From an optimization exercise on the open Yosys and OpenROAD flow, aimed at small area and a short achievable clock period; shortcuts taken in it are not production practice.
Function was checked by simulation only, so behaviour that the tests miss may differ from the original.
Power is estimated from default activity; no workload was simulated.

==> flow/design.v (excerpt) <==
module node_rf_top (
    input  logic        clk,
    input  logic        rst,
    input  logic        init_start,
    input  logic [5:0]  init_src,
    output logic        init_busy,
    output logic        init_done,
    input  logic [23:0] rd_addr,
    output logic [27:0] rd_weight,
    output logic [19:0] rd_pred,
    input  logic [3:0]  wr_en,
    input  logic [23:0] wr_addr,
    input  logic [47:0] wr_data,
    input  logic        wr_relax,
    input  logic        mark_en,
    input  logic [5:0]  mark_addr,
    output logic [3:0]  rd_visited,
    output logic [3:0]  wr_ack,
    output logic        any_update
);
    node_weight_rf #(
        .NUM_NODES  (16),
        .ADDR_W     (6),
        .NUM_RD     (4),
        .NUM_WR     (4),
        .INIT_LANES (4)
    ) u_rf (
        .clk        (clk),
        .rst        (rst),
        .init_start (init_start),
        .init_src   (init_src),
        .init_busy  (init_busy),
        .init_done  (init_done),
        .rd_addr    (rd_addr),
        .rd_weight  (rd_weight),
        .rd_pred    (rd_pred),
        .wr_en      (wr_en),
        .wr_addr    (wr_addr),
        .wr_data    (wr_data),
        .wr_relax   (wr_relax),
  ...
Size in the first run: roughly 3,800 cells after synthesis, about 24,000 um2 of cells after synthesis.
export LEC_CHECK = 0
export ABC_AREA = 1
export CAP_MARGIN = 20
export CELL_PAD_IN_SITES_DETAIL_PLACEMENT = 1
export CELL_PAD_IN_SITES_GLOBAL_PLACEMENT = 2
export CORE_MARGIN = 2
export CORE_UTILIZATION = 45
export GPL_ROUTABILITY_DRIVEN = 1
export PLACE_DENSITY = 0.6
export SLEW_MARGIN = 20
create_clock -name core_clock -period 10.0 [get_ports {clk}]
standard.sh (not shown) runs the stock make flow with config.mk's settings and CLKGATE_MAP_FILE= SYNTH_SCRIPT=/design/flow/synth_recipe.tcl, a recipe that flattens the netlist after the stock synthesis.
==> flow/flow/run.sh <==
#!/bin/bash
# Standard layout (standard.sh) with three changes, all passed as ORFS make variables:
#  - abc maps with flow/map.abc (area-oriented) instead of ORFS's abc_area.script;
#  - port buffers are buf_2 cells;
#  - repair_timing aims at a tighter setup target (SETUP_SLACK_MARGIN).
# The make run's full output goes to flow_make.log in this folder.
set -uo pipefail
HERE=$(pwd)
export FLOW_ABC_SCRIPT=$HERE/flow/map.abc
source $HERE/flow/settings.sh
bash standard.sh SYNTH_SCRIPT=$HERE/flow/synth.tcl \
  "BUFFER_PORTS_ARGS=-buffer_cell sky130_fd_sc_hd__buf_2" \
  SETUP_SLACK_MARGIN=$MARGIN finish > $HERE/flow_make.log 2>&1
==> flow/flow/map.abc <==
strash
balance
dch
map -a
topo
stime -c
==> flow/flow/settings.sh <==
MARGIN=4
==> flow/flow/synth.tcl <==
# Standard synthesis (synth_recipe.tcl) with one change: abc maps with flow/map.abc.
proc synth {args} { yosys synth -nofsm -noshare {*}$args }
proc abc {args} {
  set i [lsearch -exact $args -script]
  if { $i >= 0 } { set args [lreplace $args [expr {$i + 1}] [expr {$i + 1}] $::env(FLOW_ABC_SCRIPT)] }
  yosys abc {*}$args
}
source $::env(SCRIPTS_DIR)/synth.tcl
# left out here: clear keep_hierarchy, flatten, clean up, hide names made inside functions, write 1_2_yosys.v
The first run did not get past global routing (5_1_grt) on GRT-0116.
==> next run, changes <==
==> flow/flow/settings.sh (replaced) <==
MARGIN=5
- CORE_UTILIZATION: 45 -> 33
- PLACE_DENSITY: 0.6 -> 0.45
Outcome:
- The changed run completed without violations
- area after synthesis does not change
- synthesized cell count stays the same

========
Setup of job 8803:
Another version of the RTL of node_rf_top (not shown whole).
Size: roughly 4800 cells after synthesis, ~240 flip-flops, ~180 I/O pins, ~28000 µm² of cells after synthesis.
==> flow/design.v (excerpt) <==
module node_rf_top (
    input  logic        clk,
    input  logic        rst,
    input  logic        init_start,
    input  logic [5:0]  init_src,
    output logic        init_busy,
    output logic        init_done,
    input  logic [23:0] rd_addr,
    output logic [27:0] rd_weight,
    output logic [19:0] rd_pred,
    input  logic [3:0]  wr_en,
    input  logic [23:0] wr_addr,
    input  logic [47:0] wr_data,
    input  logic        wr_relax,
    input  logic        mark_en,
    input  logic [5:0]  mark_addr,
    output logic [3:0]  rd_visited,
    output logic [3:0]  wr_ack,
    output logic        any_update
);
export LEC_CHECK = 0
export ABC_AREA = 1
export CAP_MARGIN = 20
export CELL_PAD_IN_SITES_DETAIL_PLACEMENT = 1
export CELL_PAD_IN_SITES_GLOBAL_PLACEMENT = 2
export CORE_MARGIN = 2
export CORE_UTILIZATION = 25
export GPL_ROUTABILITY_DRIVEN = 1
export PLACE_DENSITY = 0.35
export SLEW_MARGIN = 20
create_clock -name core_clock -period 10.0 [get_ports {clk}]
run.sh (not shown) runs the stock make flow with config.mk's settings and CLKGATE_MAP_FILE= SYNTH_SCRIPT=/design/flow/synth_recipe.tcl, a recipe that flattens the netlist after the stock synthesis.
Stock flow here: none of the scripts above is used.
#### Input delta (job 9545 over job 8803)
Settings: putting SETUP_SLACK_MARGIN at 5 where nothing was set.
Results
Run comparison: job 8803 library cell contributing the largest single delay on the critical path sky130_fd_sc_hd__clkdlybuf4s50_1; job 9545 library cell contributing the largest single delay on the critical path sky130_fd_sc_hd__inv_1
Top power group = combinational cells: job 9545; top power group = the clock network: job 8803
Summary of job 9545 over job 8803: clock-buffer cell count moved up; maximum net fanout on the critical path moved down; clock buffer count from CTS moved up; routed wire length moved up; clock period minus worst slack moved down.
## Diff of input files: job 2047 against job 9545
Settings: SETUP_SLACK_MARGIN: 5 -> unset; ABC_AREA: 1 -> 0.
==> comparison <==
Job 2047: done, clean on timing, DRC and antenna. Post-synthesis compound-gate area fraction (lower): job 9545. Static leakage (job 2047 / job 9545): 0.57. Taking job 9545 as the reference, in job 2047 overall via count from detail_route went down; total nets after synthesis went down; first-pass GRT wire length went down; total detailed-routing wirelength went down. Re synthesized cell count: job 2047 is about 30% down on job 9545. [diff] mapped cell area, job 2047 relative to job 9545: improvement. Launching instance or port of the critical path = u_rf.w_q[7][1]$_SDFFE_PN1P_: job 9545; launching instance or port of the critical path = wr_addr[0]: job 2047. Taking job 9545 as the reference, in job 2047 average footprint of a synthesized cell picked up an extra about 30%; final cell count without fillers lost 2141.

========
v23:
The RTL this note starts from:
==> flow/design.v <==
module node_rf_wr_arbiter #(
    parameter int NUM_WR = 4
) (
    input  logic [NUM_WR-1:0]         hit,     
    input  logic                      open,    
    input  logic [NUM_WR-1:0]         beat,    
    input  logic [NUM_WR*NUM_WR-1:0]  kill,    
    output logic [NUM_WR-1:0]         commit,
    output logic                      we       
);
    always_comb begin
        logic killed;
        we = 1'b0;
        for (int p = 0; p < NUM_WR; p++) begin
            killed = 1'b0;
            for (int q = 0; q < NUM_WR; q++)
                if (q != p) killed = killed | (hit[q] & kill[q*NUM_WR + p]);
            commit[p] = hit[p] & open & beat[p] & !killed;
            we = we | (hit[p] & beat[p]);
        end
        we = we & open;
    end
endmodule
module node_weight_rf #(
    parameter int NUM_NODES  = 16,
    parameter int ADDR_W     = 6,
    parameter int NUM_RD     = 4,
    parameter int NUM_WR     = 4,
    parameter int INIT_LANES = 4
) (
    input  logic                       clk,
    input  logic                       rst,
    input  logic                       init_start,
    input  logic [ADDR_W-1:0]          init_src,
    output logic                       init_busy,
    output logic                       init_done,
    input  logic [NUM_RD*ADDR_W-1:0]   rd_addr,
    output logic [NUM_RD*7-1:0]        rd_weight,
    output logic [NUM_RD*5-1:0]        rd_pred,
    input  logic [NUM_WR-1:0]          wr_en,
    input  logic [NUM_WR*ADDR_W-1:0]   wr_addr,
    input  logic [NUM_WR*12-1:0]       wr_data,
    input  logic                       wr_relax,
    input  logic                       mark_en,
    input  logic [ADDR_W-1:0]          mark_addr,
    output logic [NUM_RD-1:0]          rd_visited,
    output logic [NUM_WR-1:0]          wr_ack,
    output logic                       any_update
);
    localparam int WEIGHT_W = 7;
    localparam int PRED_W   = 5;
    localparam int MEM_W    = WEIGHT_W + PRED_W;
    localparam int IDX_W    = $clog2(NUM_NODES);
    localparam int SWEEP_CYCLES = NUM_NODES / INIT_LANES;
    localparam int CNT_W    = (SWEEP_CYCLES > 1) ? $clog2(SWEEP_CYCLES) : 1;
    localparam logic [CNT_W-1:0] LAST_CNT = CNT_W'(SWEEP_CYCLES - 1);
    localparam logic [WEIGHT_W-1:0] INF = {WEIGHT_W{1'b1}};
    function automatic logic lt_f(input logic [WEIGHT_W-1:0] a, input logic [WEIGHT_W-1:0] b);
        logic [WEIGHT_W-1:0] g, p;
        logic [WEIGHT_W-1:0] g1, p1;
        logic [WEIGHT_W-1:0] g2, p2;
        logic [WEIGHT_W-1:0] g3, p3;
        g = ~a & b;      
        p = ~a | b;      
        for (int i = 0; i < WEIGHT_W; i++) begin
            if (i >= 1) begin g1[i] = g[i] | (p[i] & g[i-1]); p1[i] = p[i] & p[i-1]; end
            else        begin g1[i] = g[i];                   p1[i] = p[i];          end
        end
        for (int i = 0; i < WEIGHT_W; i++) begin
            if (i >= 2) begin g2[i] = g1[i] | (p1[i] & g1[i-2]); p2[i] = p1[i] & p1[i-2]; end
            else        begin g2[i] = g1[i];                     p2[i] = p1[i];           end
        end
        for (int i = 0; i < WEIGHT_W; i++) begin
            if (i >= 4) begin g3[i] = g2[i] | (p2[i] & g2[i-4]); p3[i] = p2[i] & p2[i-4]; end
            else        begin g3[i] = g2[i];                     p3[i] = p2[i];           end
        end
        lt_f = g3[WEIGHT_W-1];
    endfunction
    logic                busy_q, done_q;
    logic [CNT_W-1:0]    cnt_q;
    logic [WEIGHT_W-1:0] w_q [NUM_NODES];
    logic [PRED_W-1:0]   p_q [NUM_NODES];
    logic [NUM_NODES-1:0] vis_q;
    logic [NUM_NODES-1:0] rsel_q [NUM_RD];   
    logic [NUM_RD-1:0]   rinf_q;        
    logic [NUM_WR-1:0]   ack_q;
    logic                busy_d, done_d, sweep_last;
    logic [CNT_W-1:0]    cnt_d;
    logic [WEIGHT_W-1:0] w_d [NUM_NODES];
    logic [PRED_W-1:0]   p_d [NUM_NODES];
    logic [NUM_NODES-1:0] vis_d;
    assign sweep_last = busy_q && (cnt_q == LAST_CNT);
    always_comb begin
        busy_d = busy_q ? !sweep_last : init_start;
        done_d = sweep_last;
        cnt_d  = busy_q ? cnt_q + 1'b1 : '0;
    end
    logic [WEIGHT_W-1:0]       wr_w [NUM_WR];
    logic [NUM_WR*NUM_WR-1:0]  wr_kill;
    logic [3:0]                wr_lo [NUM_WR];    
    logic [3:0]                wr_hi [NUM_WR];    
    logic [NUM_WR-1:0]         wr_hit [NUM_NODES];
    logic [NUM_WR-1:0]         wr_beat [NUM_NODES];
    logic [NUM_WR-1:0]         wr_commit [NUM_NODES];
    logic [NUM_NODES-1:0]      wr_we;
    logic [NUM_WR-1:0]         ack_d;
    always_comb begin
        logic [ADDR_W-1:0] wa;
        for (int p = 0; p < NUM_WR; p++) begin
            wr_w[p] = wr_data[p*MEM_W + PRED_W +: WEIGHT_W];
            wa = wr_addr[p*ADDR_W +: ADDR_W];
            for (int k = 0; k < 4; k++) begin
                wr_lo[p][k] = wa[1:0] == 2'(k);
                wr_hi[p][k] = wr_en[p] && !busy_q && (wa[ADDR_W-1:IDX_W] == '0) && (wa[3:2] == 2'(k));
            end
        end
        wr_kill = '0;
        for (int p = 0; p < NUM_WR; p++)
            for (int q = 0; q < NUM_WR; q++)
                if (q < p)      wr_kill[q*NUM_WR + p] = !wr_relax || !lt_f(wr_w[p], wr_w[q]);
                else if (q > p) wr_kill[q*NUM_WR + p] = wr_relax && lt_f(wr_w[q], wr_w[p]);
        for (int n = 0; n < NUM_NODES; n++) begin
            for (int p = 0; p < NUM_WR; p++) begin
                wr_hit[n][p]  = wr_hi[p][n / 4] && wr_lo[p][n % 4];
                wr_beat[n][p] = !wr_relax || lt_f(wr_w[p], w_q[n]);
            end
        end
    end
    for (genvar n = 0; n < NUM_NODES; n++) begin : g_arb
        node_rf_wr_arbiter #(
            .NUM_WR (NUM_WR)
        ) u_arb (
            .hit    (wr_hit[n]),
            .open   (!(wr_relax && vis_q[n])),
            .beat   (wr_beat[n]),
            .kill   (wr_kill),
            .commit (wr_commit[n]),
            .we     (wr_we[n])
        );
    end
    always_comb begin
        ack_d = '0;
        for (int n = 0; n < NUM_NODES; n++) ack_d = ack_d | wr_commit[n];
    end
    always_comb begin
        logic              sw, src;
        logic [MEM_W-1:0]  wd;
        for (int n = 0; n < NUM_NODES; n++) begin
            wd  = '0;
            for (int p = 0; p < NUM_WR; p++)
                wd = wd | (wr_data[p*MEM_W +: MEM_W] & {MEM_W{wr_commit[n][p]}});
            sw  = busy_q && (cnt_q == CNT_W'(n / INIT_LANES));
            src = sweep_last && (init_src == ADDR_W'(n));
            if (src) begin
                w_d[n] = '0;
                p_d[n] = PRED_W'(n);
            end else if (sw) begin
                w_d[n] = INF;
                p_d[n] = PRED_W'(n);
            end else if (wr_we[n]) begin
                w_d[n] = wd[PRED_W +: WEIGHT_W];
                p_d[n] = wd[PRED_W-1:0];
            end else begin
                w_d[n] = w_q[n];
                p_d[n] = p_q[n];
            end
            vis_d[n] = (mark_en && mark_addr == ADDR_W'(n)) || (vis_q[n] && !sw);
        end
    end
    always_ff @(posedge clk) begin
        if (!rst) begin
            busy_q <= 1'b0;
            done_q <= 1'b0;
            cnt_q  <= '0;
            vis_q  <= '0;
            rinf_q <= '0;
            for (int r = 0; r < NUM_RD; r++) rsel_q[r] <= '0;
            ack_q  <= '0;
            for (int n = 0; n < NUM_NODES; n++) begin
                w_q[n] <= INF;
                p_q[n] <= '0;
            end
        end else begin
            busy_q <= busy_d;
            done_q <= done_d;
            cnt_q  <= cnt_d;
            vis_q  <= vis_d;
            ack_q  <= ack_d;
            for (int r = 0; r < NUM_RD; r++) begin
                rinf_q[r] <= rd_addr[r*ADDR_W + IDX_W +: ADDR_W - IDX_W] != '0;
                for (int n = 0; n < NUM_NODES; n++)
                    rsel_q[r][n] <= rd_addr[r*ADDR_W +: ADDR_W] == ADDR_W'(n);
            end
            for (int n = 0; n < NUM_NODES; n++) begin
                w_q[n] <= w_d[n];
                p_q[n] <= p_d[n];
            end
        end
    end
    always_comb begin
        logic [NUM_NODES-1:0] dec;
        logic [WEIGHT_W-1:0]  w;
        logic [PRED_W-1:0]    pr;
        for (int r = 0; r < NUM_RD; r++) begin
            dec = rsel_q[r];
            w  = {WEIGHT_W{rinf_q[r]}};
            pr = '0;
            for (int n = 0; n < NUM_NODES; n++) begin
                w  = w  | (w_q[n] & {WEIGHT_W{dec[n]}});
                pr = pr | (p_q[n] & {PRED_W{dec[n]}});
            end
            rd_weight[r*WEIGHT_W +: WEIGHT_W] = w;
            rd_pred[r*PRED_W +: PRED_W]       = pr;
            rd_visited[r]                     = |(vis_q & dec);
        end
    end
    assign init_busy  = busy_q;
    assign init_done  = done_q;
    assign wr_ack     = ack_q;
    assign any_update = |ack_q;
endmodule
module node_rf_top (
    input  logic        clk,
    input  logic        rst,
    input  logic        init_start,
    input  logic [5:0]  init_src,
    output logic        init_busy,
    output logic        init_done,
    input  logic [23:0] rd_addr,
    output logic [27:0] rd_weight,
    output logic [19:0] rd_pred,
    input  logic [3:0]  wr_en,
    input  logic [23:0] wr_addr,
    input  logic [47:0] wr_data,
    input  logic        wr_relax,
    input  logic        mark_en,
    input  logic [5:0]  mark_addr,
    output logic [3:0]  rd_visited,
    output logic [3:0]  wr_ack,
    output logic        any_update
);
    node_weight_rf #(
        .NUM_NODES  (16),
        .ADDR_W     (6),
        .NUM_RD     (4),
        .NUM_WR     (4),
        .INIT_LANES (4)
    ) u_rf (
        .clk        (clk),
        .rst        (rst),
        .init_start (init_start),
        .init_src   (init_src),
        .init_busy  (init_busy),
        .init_done  (init_done),
        .rd_addr    (rd_addr),
        .rd_weight  (rd_weight),
        .rd_pred    (rd_pred),
        .wr_en      (wr_en),
        .wr_addr    (wr_addr),
        .wr_data    (wr_data),
        .wr_relax   (wr_relax),
        .mark_en    (mark_en),
        .mark_addr  (mark_addr),
        .rd_visited (rd_visited),
        .wr_ack     (wr_ack),
        .any_update (any_update)
    );
endmodule
clock: 10.0 ns
lec_check: 0
abc_area: 1
cap_margin: 5
cell_pad_in_sites_detail_placement: 1
cell_pad_in_sites_global_placement: 2
core_margin: 2
core_utilization: 25
gpl_routability_driven: 1
place_density: 0.35
slew_margin: 5
standard.sh (not shown) runs the stock make flow with config.mk's settings and CLKGATE_MAP_FILE= SYNTH_SCRIPT=/design/flow/synth_recipe.tcl, a recipe that flattens the netlist after the stock synthesis.
==> flow/flow/run.sh <==
#!/bin/bash
# Standard layout (standard.sh) with changes passed as ORFS make variables:
#  - abc maps with flow/map.abc (area-oriented) instead of ORFS's abc_area.script;
#  - port buffers are buf_2 cells;
#  - repair_timing aims at a tighter setup target (SETUP_SLACK_MARGIN);
#  - any further variables listed in flow/settings.sh (EXTRA).
# The make run's full output goes to flow_make.log in this folder.
set -uo pipefail
HERE=$(pwd)
export FLOW_ABC_SCRIPT=$HERE/flow/map.abc
EXTRA=()
source $HERE/flow/settings.sh
bash standard.sh SYNTH_SCRIPT=$HERE/flow/synth.tcl \
  "BUFFER_PORTS_ARGS=-buffer_cell sky130_fd_sc_hd__buf_2" \
  SETUP_SLACK_MARGIN=$MARGIN "${EXTRA[@]}" finish > $HERE/flow_make.log 2>&1
==> flow/flow/abc_dont_use.txt <==
sky130_fd_sc_hd__nor4_1 sky130_fd_sc_hd__nor4_2 sky130_fd_sc_hd__nor4_4 sky130_fd_sc_hd__nor4b_1 sky130_fd_sc_hd__nor4b_2 sky130_fd_sc_hd__nor4b_4 sky130_fd_sc_hd__nor4bb_1 sky130_fd_sc_hd__nor4bb_2 sky130_fd_sc_hd__nor4bb_4 sky130_fd_sc_hd__a2111oi_0 sky130_fd_sc_hd__a2111oi_1 sky130_fd_sc_hd__a2111oi_2 sky130_fd_sc_hd__a2111oi_4 sky130_fd_sc_hd__o41ai_1 sky130_fd_sc_hd__o41ai_2 sky130_fd_sc_hd__o41ai_4 sky130_fd_sc_hd__a41oi_1 sky130_fd_sc_hd__a41oi_2 sky130_fd_sc_hd__a41oi_4
==> flow/flow/settings.sh <==
MARGIN=5.5
EXTRA=("CTS_ARGS=-sink_clustering_enable -repair_clock_nets -dont_use_dummy_load -buf_list sky130_fd_sc_hd__clkbuf_8 -root_buf sky130_fd_sc_hd__clkbuf_16 -sink_clustering_size 16 -sink_clustering_max_diameter 50")
==> flow/flow/synth.tcl <==
# Standard synthesis (synth_recipe.tcl) with one change: abc maps with flow/map.abc,
# leaving out any cells listed in flow/abc_dont_use.txt.
proc synth {args} { yosys synth -nofsm -noshare {*}$args }
proc abc {args} {
  set i [lsearch -exact $args -script]
  if { $i >= 0 } { set args [lreplace $args [expr {$i + 1}] [expr {$i + 1}] $::env(FLOW_ABC_SCRIPT)] }
  set f [file join [file dirname $::env(FLOW_ABC_SCRIPT)] abc_dont_use.txt]
  if { [file exists $f] } {
    set fh [open $f r]
    foreach c [split [string trim [read $fh]]] { if { $c ne "" } { lappend args -dont_use $c } }
    close $fh
  }
  yosys abc {*}$args
}
source $::env(SCRIPTS_DIR)/synth.tcl
# left out here: clear keep_hierarchy, flatten, clean up, hide names made inside functions, write 1_2_yosys.v
Scripts as last shown in full above: flow/flow/map.abc
v23: flow completed, timing, DRC and antenna clean
> inputs changed (v23 -> v35)
Settings: SLEW_MARGIN changed from 5 to 20; CAP_MARGIN changed from 5 to 20.
==> flow/flow/run.sh <==
#!/bin/bash
# Standard layout (standard.sh) with three changes, all passed as ORFS make variables:
#  - abc maps with flow/map.abc (area-oriented) instead of ORFS's abc_area.script;
#  - port buffers are buf_2 cells;
#  - repair_timing aims at a tighter setup target (SETUP_SLACK_MARGIN).
# The make run's full output goes to flow_make.log in this folder.
set -uo pipefail
HERE=$(pwd)
export FLOW_ABC_SCRIPT=$HERE/flow/map.abc
source $HERE/flow/settings.sh
bash standard.sh SYNTH_SCRIPT=$HERE/flow/synth.tcl \
  "BUFFER_PORTS_ARGS=-buffer_cell sky130_fd_sc_hd__buf_2" \
  SETUP_SLACK_MARGIN=$MARGIN finish > $HERE/flow_make.log 2>&1
==> flow/flow/settings.sh <==
MARGIN=5.5
==> flow/flow/synth.tcl <==
# Standard synthesis (synth_recipe.tcl) with one change: abc maps with flow/map.abc.
proc synth {args} { yosys synth -nofsm -noshare {*}$args }
proc abc {args} {
  set i [lsearch -exact $args -script]
  if { $i >= 0 } { set args [lreplace $args [expr {$i + 1}] [expr {$i + 1}] $::env(FLOW_ABC_SCRIPT)] }
  yosys abc {*}$args
}
source $::env(SCRIPTS_DIR)/synth.tcl
# left out here: clear keep_hierarchy, flatten, clean up, hide names made inside functions, write 1_2_yosys.v
removed: flow/flow/abc_dont_use.txt
Results
Count of fill cells added during filler insertion (higher): v23
From v23 to v35 the numbers moved as follows: synthesized cell count fell by about 1.1%; total chip power climbed about 14%.
For v25, these inputs were changed with respect to v35:
==> flow/flow/run.sh <==
#!/bin/bash
# Standard layout (standard.sh) with changes passed as ORFS make variables:
#  - abc maps with flow/map.abc (area-oriented) instead of ORFS's abc_area.script;
#  - port buffers are buf_2 cells;
#  - repair_timing aims at a tighter setup target (SETUP_SLACK_MARGIN);
#  - any further variables listed in flow/settings.sh (EXTRA).
# The make run's full output goes to flow_make.log in this folder.
set -uo pipefail
HERE=$(pwd)
export FLOW_ABC_SCRIPT=$HERE/flow/map.abc
EXTRA=()
source $HERE/flow/settings.sh
bash standard.sh SYNTH_SCRIPT=$HERE/flow/synth.tcl \
  "BUFFER_PORTS_ARGS=-buffer_cell sky130_fd_sc_hd__buf_4" \
  SETUP_SLACK_MARGIN=$MARGIN "${EXTRA[@]}" finish > $HERE/flow_make.log 2>&1
==> flow/flow/abc_dont_use.txt (new file) <==
sky130_fd_sc_hd__nor4_1 sky130_fd_sc_hd__nor4_2 sky130_fd_sc_hd__nor4_4 sky130_fd_sc_hd__nor4b_1 sky130_fd_sc_hd__nor4b_2 sky130_fd_sc_hd__nor4b_4 sky130_fd_sc_hd__nor4bb_1 sky130_fd_sc_hd__nor4bb_2 sky130_fd_sc_hd__nor4bb_4 sky130_fd_sc_hd__a2111oi_0 sky130_fd_sc_hd__a2111oi_1 sky130_fd_sc_hd__a2111oi_2 sky130_fd_sc_hd__a2111oi_4 sky130_fd_sc_hd__o41ai_1 sky130_fd_sc_hd__o41ai_2 sky130_fd_sc_hd__o41ai_4 sky130_fd_sc_hd__a41oi_1 sky130_fd_sc_hd__a41oi_2 sky130_fd_sc_hd__a41oi_4
==> flow/flow/settings.sh <==
MARGIN=5.5
EXTRA=("CTS_ARGS=-sink_clustering_enable -repair_clock_nets -dont_use_dummy_load -buf_list sky130_fd_sc_hd__clkbuf_8 -root_buf sky130_fd_sc_hd__clkbuf_16 -sink_clustering_size 16 -sink_clustering_max_diameter 50")
==> flow/flow/synth.tcl <==
# Standard synthesis (synth_recipe.tcl) with one change: abc maps with flow/map.abc,
# leaving out any cells listed in flow/abc_dont_use.txt.
proc synth {args} { yosys synth -nofsm -noshare {*}$args }
proc abc {args} {
  set i [lsearch -exact $args -script]
  if { $i >= 0 } { set args [lreplace $args [expr {$i + 1}] [expr {$i + 1}] $::env(FLOW_ABC_SCRIPT)] }
  set f [file join [file dirname $::env(FLOW_ABC_SCRIPT)] abc_dont_use.txt]
  if { [file exists $f] } {
    set fh [open $f r]
    foreach c [split [string trim [read $fh]]] { if { $c ne "" } { lappend args -dont_use $c } }
    close $fh
  }
  yosys abc {*}$args
}
source $::env(SCRIPTS_DIR)/synth.tcl
# left out here: clear keep_hierarchy, flatten, clean up, hide names made inside functions, write 1_2_yosys.v
Findings:
v25 | status: complete | timing, DRC, antenna: pass
Against v35, maximum vdd drop in v25 rose slightly.
Between v25 and v35, it is v25 whose final clock period utilization by the worst path is higher, by 0.63 points.
Re met3 routing resource usage after global routing: v25 is 2.8 points up on v35.
The higher total routing usage reported by global routing came out of v35.
The following lists how v10 was set up differently from v25:
==> flow/flow/run.sh <==
#!/bin/bash
# Standard layout (standard.sh) with three changes, all passed as ORFS make variables:
#  - abc maps with flow/map.abc (area-oriented) instead of ORFS's abc_area.script;
#  - port buffers are buf_2 cells;
#  - repair_timing aims at a tighter setup target (SETUP_SLACK_MARGIN).
# The make run's full output goes to flow_make.log in this folder.
set -uo pipefail
HERE=$(pwd)
export FLOW_ABC_SCRIPT=$HERE/flow/map.abc
source $HERE/flow/settings.sh
bash standard.sh SYNTH_SCRIPT=$HERE/flow/synth.tcl \
  "BUFFER_PORTS_ARGS=-buffer_cell sky130_fd_sc_hd__buf_2" \
  SETUP_SLACK_MARGIN=$MARGIN finish > $HERE/flow_make.log 2>&1
==> flow/flow/map.abc <==
strash
balance
dch
map -D 1500
topo
upsize -D 1500
dnsize -D 1500
stime -c
==> flow/flow/settings.sh <==
MARGIN=5.5
==> flow/flow/synth.tcl <==
# Standard synthesis (synth_recipe.tcl) with one change: abc maps with flow/map.abc.
proc synth {args} { yosys synth -nofsm -noshare {*}$args }
proc abc {args} {
  set i [lsearch -exact $args -script]
  if { $i >= 0 } { set args [lreplace $args [expr {$i + 1}] [expr {$i + 1}] $::env(FLOW_ABC_SCRIPT)] }
  yosys abc {*}$args
}
source $::env(SCRIPTS_DIR)/synth.tcl
# left out here: clear keep_hierarchy, flatten, clean up, hide names made inside functions, write 1_2_yosys.v
removed: flow/flow/abc_dont_use.txt
==> comparison <==
- NOTE count of clock-buffer cells in the layout v25->v10 decreased by more than 10%
- Looking at combined area of all synthesized cells, v10 sits above v25.
- v10 ended up with sky130_fd_sc_hd__o22ai_1 as its commonest non-fill, non-tap cell in the layout; v25 ended up with sky130_fd_sc_hd__nand2_1.
- When the final numbers for v10 and v25 were put side by side, the sequential share of layout area turned out to be greater in v25.
- Detailed placement HPWL: v10 worse than v25
- Diff v10..v25 | detailed-route DRC error count | unchanged
Here is what was changed in the inputs of v45 compared with v10.
==> flow/flow/run.sh <==
#!/bin/bash
# Standard layout (standard.sh) with changes passed as ORFS make variables:
#  - abc maps with flow/map.abc (area-oriented) instead of ORFS's abc_area.script;
#  - port buffers are buf_2 cells;
#  - repair_timing aims at a tighter setup target (SETUP_SLACK_MARGIN);
#  - any further variables listed in flow/settings.sh (EXTRA).
# The make run's full output goes to flow_make.log in this folder.
set -uo pipefail
HERE=$(pwd)
export FLOW_ABC_SCRIPT=$HERE/flow/map.abc
EXTRA=()
source $HERE/flow/settings.sh
bash standard.sh SYNTH_SCRIPT=$HERE/flow/synth.tcl \
  "BUFFER_PORTS_ARGS=-buffer_cell sky130_fd_sc_hd__buf_2" \
  SETUP_SLACK_MARGIN=$MARGIN "${EXTRA[@]}" finish > $HERE/flow_make.log 2>&1
==> flow/flow/abc_dont_use.txt (new file) <==
sky130_fd_sc_hd__nor4_1 sky130_fd_sc_hd__nor4_2 sky130_fd_sc_hd__nor4_4 sky130_fd_sc_hd__nor4b_1 sky130_fd_sc_hd__nor4b_2 sky130_fd_sc_hd__nor4b_4 sky130_fd_sc_hd__nor4bb_1 sky130_fd_sc_hd__nor4bb_2 sky130_fd_sc_hd__nor4bb_4 sky130_fd_sc_hd__a2111oi_0 sky130_fd_sc_hd__a2111oi_1 sky130_fd_sc_hd__a2111oi_2 sky130_fd_sc_hd__a2111oi_4 sky130_fd_sc_hd__o41ai_1 sky130_fd_sc_hd__o41ai_2 sky130_fd_sc_hd__o41ai_4 sky130_fd_sc_hd__a41oi_1 sky130_fd_sc_hd__a41oi_2 sky130_fd_sc_hd__a41oi_4
==> flow/flow/map.abc <==
strash
balance
dch
map -a
topo
stime -c
==> flow/flow/settings.sh <==
MARGIN=5.4
EXTRA=("CTS_ARGS=-sink_clustering_enable -repair_clock_nets -dont_use_dummy_load -buf_list sky130_fd_sc_hd__clkbuf_8 -root_buf sky130_fd_sc_hd__clkbuf_16 -sink_clustering_size 16 -sink_clustering_max_diameter 50")
==> flow/flow/synth.tcl <==
# Standard synthesis (synth_recipe.tcl) with one change: abc maps with flow/map.abc,
# leaving out any cells listed in flow/abc_dont_use.txt.
proc synth {args} { yosys synth -nofsm -noshare {*}$args }
proc abc {args} {
  set i [lsearch -exact $args -script]
  if { $i >= 0 } { set args [lreplace $args [expr {$i + 1}] [expr {$i + 1}] $::env(FLOW_ABC_SCRIPT)] }
  set f [file join [file dirname $::env(FLOW_ABC_SCRIPT)] abc_dont_use.txt]
  if { [file exists $f] } {
    set fh [open $f r]
    foreach c [split [string trim [read $fh]]] { if { $c ne "" } { lappend args -dont_use $c } }
    close $fh
  }
  yosys abc {*}$args
}
source $::env(SCRIPTS_DIR)/synth.tcl
# left out here: clear keep_hierarchy, flatten, clean up, hide names made inside functions, write 1_2_yosys.v
[summary]
v45 finished every stage and its layout cleared the timing, design-rule and antenna checks.
When the final numbers for v45 and v10 were put side by side, the number of detailed-routing iterations run before antenna repair turned out to be smaller in v45.
The via count reported for v45 is lower than the one for v10.
Taking v45 as 1.0, v10 lands at 1.09 on final weighted congestion in routability-driven placement.
Compared with v10, in v45 placed standard-cell area shows an increase of 94 um2; met3 layer usage reported by global route shrank by 5.2 points; number of inverters outside the clock class in the layout went up by 22; minimum setup slack in the final design lost 0.012 ns; count of distinct cell types in the synthesized netlist shrank by about 50%.
On area after synthesis, the lower figure sits with v45, not v10.
Between v10 and v45, the flow reports number of global-route vias before repair decreasing by a few percent.
Compared with v10, v45 shows a sum of internal, switching and leakage power that is about 13% lower.
Input-level comparison between v9 and v45:
Settings: swapping 0.35 for 0.5 in PLACE_DENSITY.
==> flow/flow/settings.sh <==
MARGIN=5.5
EXTRA=("CTS_ARGS=-sink_clustering_enable -repair_clock_nets -dont_use_dummy_load -buf_list sky130_fd_sc_hd__clkbuf_8 -root_buf sky130_fd_sc_hd__clkbuf_16 -sink_clustering_size 16 -sink_clustering_max_diameter 50")
Results
v9 -> v45: clock network area share flat. [compare] base=v45 new=v9: critical path depth up 13, total routed wire length on the met1 layer higher, area of the multi-input gates grew by 0.64%. Re largest net degree at the start of global routing: v9 and v45 aren't equal, and the lower value belongs to v45. Taking v45 as the reference, in v9 fraction of the cycle the final worst path needs down 1.7 points, post-route standard cell area excluding fillers up 0.91%. Compared with v45, v9 shows post-route worst setup slack higher by 0.17 ns. As far as quantity of hold-fixing buffers added after cts goes, v45 and v9 are indistinguishable; the numbers are identical.

==> afterwards: timing with drivers on the ports <==
The results above use ideal ports. As a check the final layouts listed here were re-extracted and re-timed, cells and wires unchanged.
Step 1, drivers: a clkbuf_16 drives clk and a buf_2 each remaining input, both assumed.
Step 2, shift: input delay + t, output delay - t, t = (earliest + latest rising clock arrival at the registers) / 2. This alone moves slack from input paths to output paths.
a / b / c = ideal ports / drivers / drivers and shift; a / b = the first two.
run	t (ns)	slack for setup (ns)	hold WS [ns]
the second run of note 1	0.688	4.679 / 4.605 / 4.157	0.480 / 0.480 / 0.480
job 8803	0.688	2.620 / 2.678 / 1.991	0.474 / 0.474 / 0.474
job 9545	0.711	4.780 / 4.701 / 4.209	0.472 / 0.472 / 0.472
job 2047	0.715	1.586 / 1.623 / 0.908	0.530 / 0.530 / 0.530
v23	0.694	5.381 / 5.302 / 4.750	0.478 / 0.478 / 0.478
v35	0.718	5.377 / 5.298 / 4.799	0.480 / 0.480 / 0.480
v25	0.687	5.314 / 5.238 / 4.742	0.482 / 0.482 / 0.482
v10	0.740	5.236 / 5.156 / 4.658	0.469 / 0.469 / 0.469
v45	0.685	5.224 / 5.150 / 4.699	0.468 / 0.468 / 0.468
v9	0.691	5.392 / 5.351 / 4.747	0.472 / 0.472 / 0.472
After both steps setup and hold are still met in every run listed. For job 2047, which loses most, drivers alone change the setup slack by +0.037 ns; drivers and shift together by -0.678 ns.
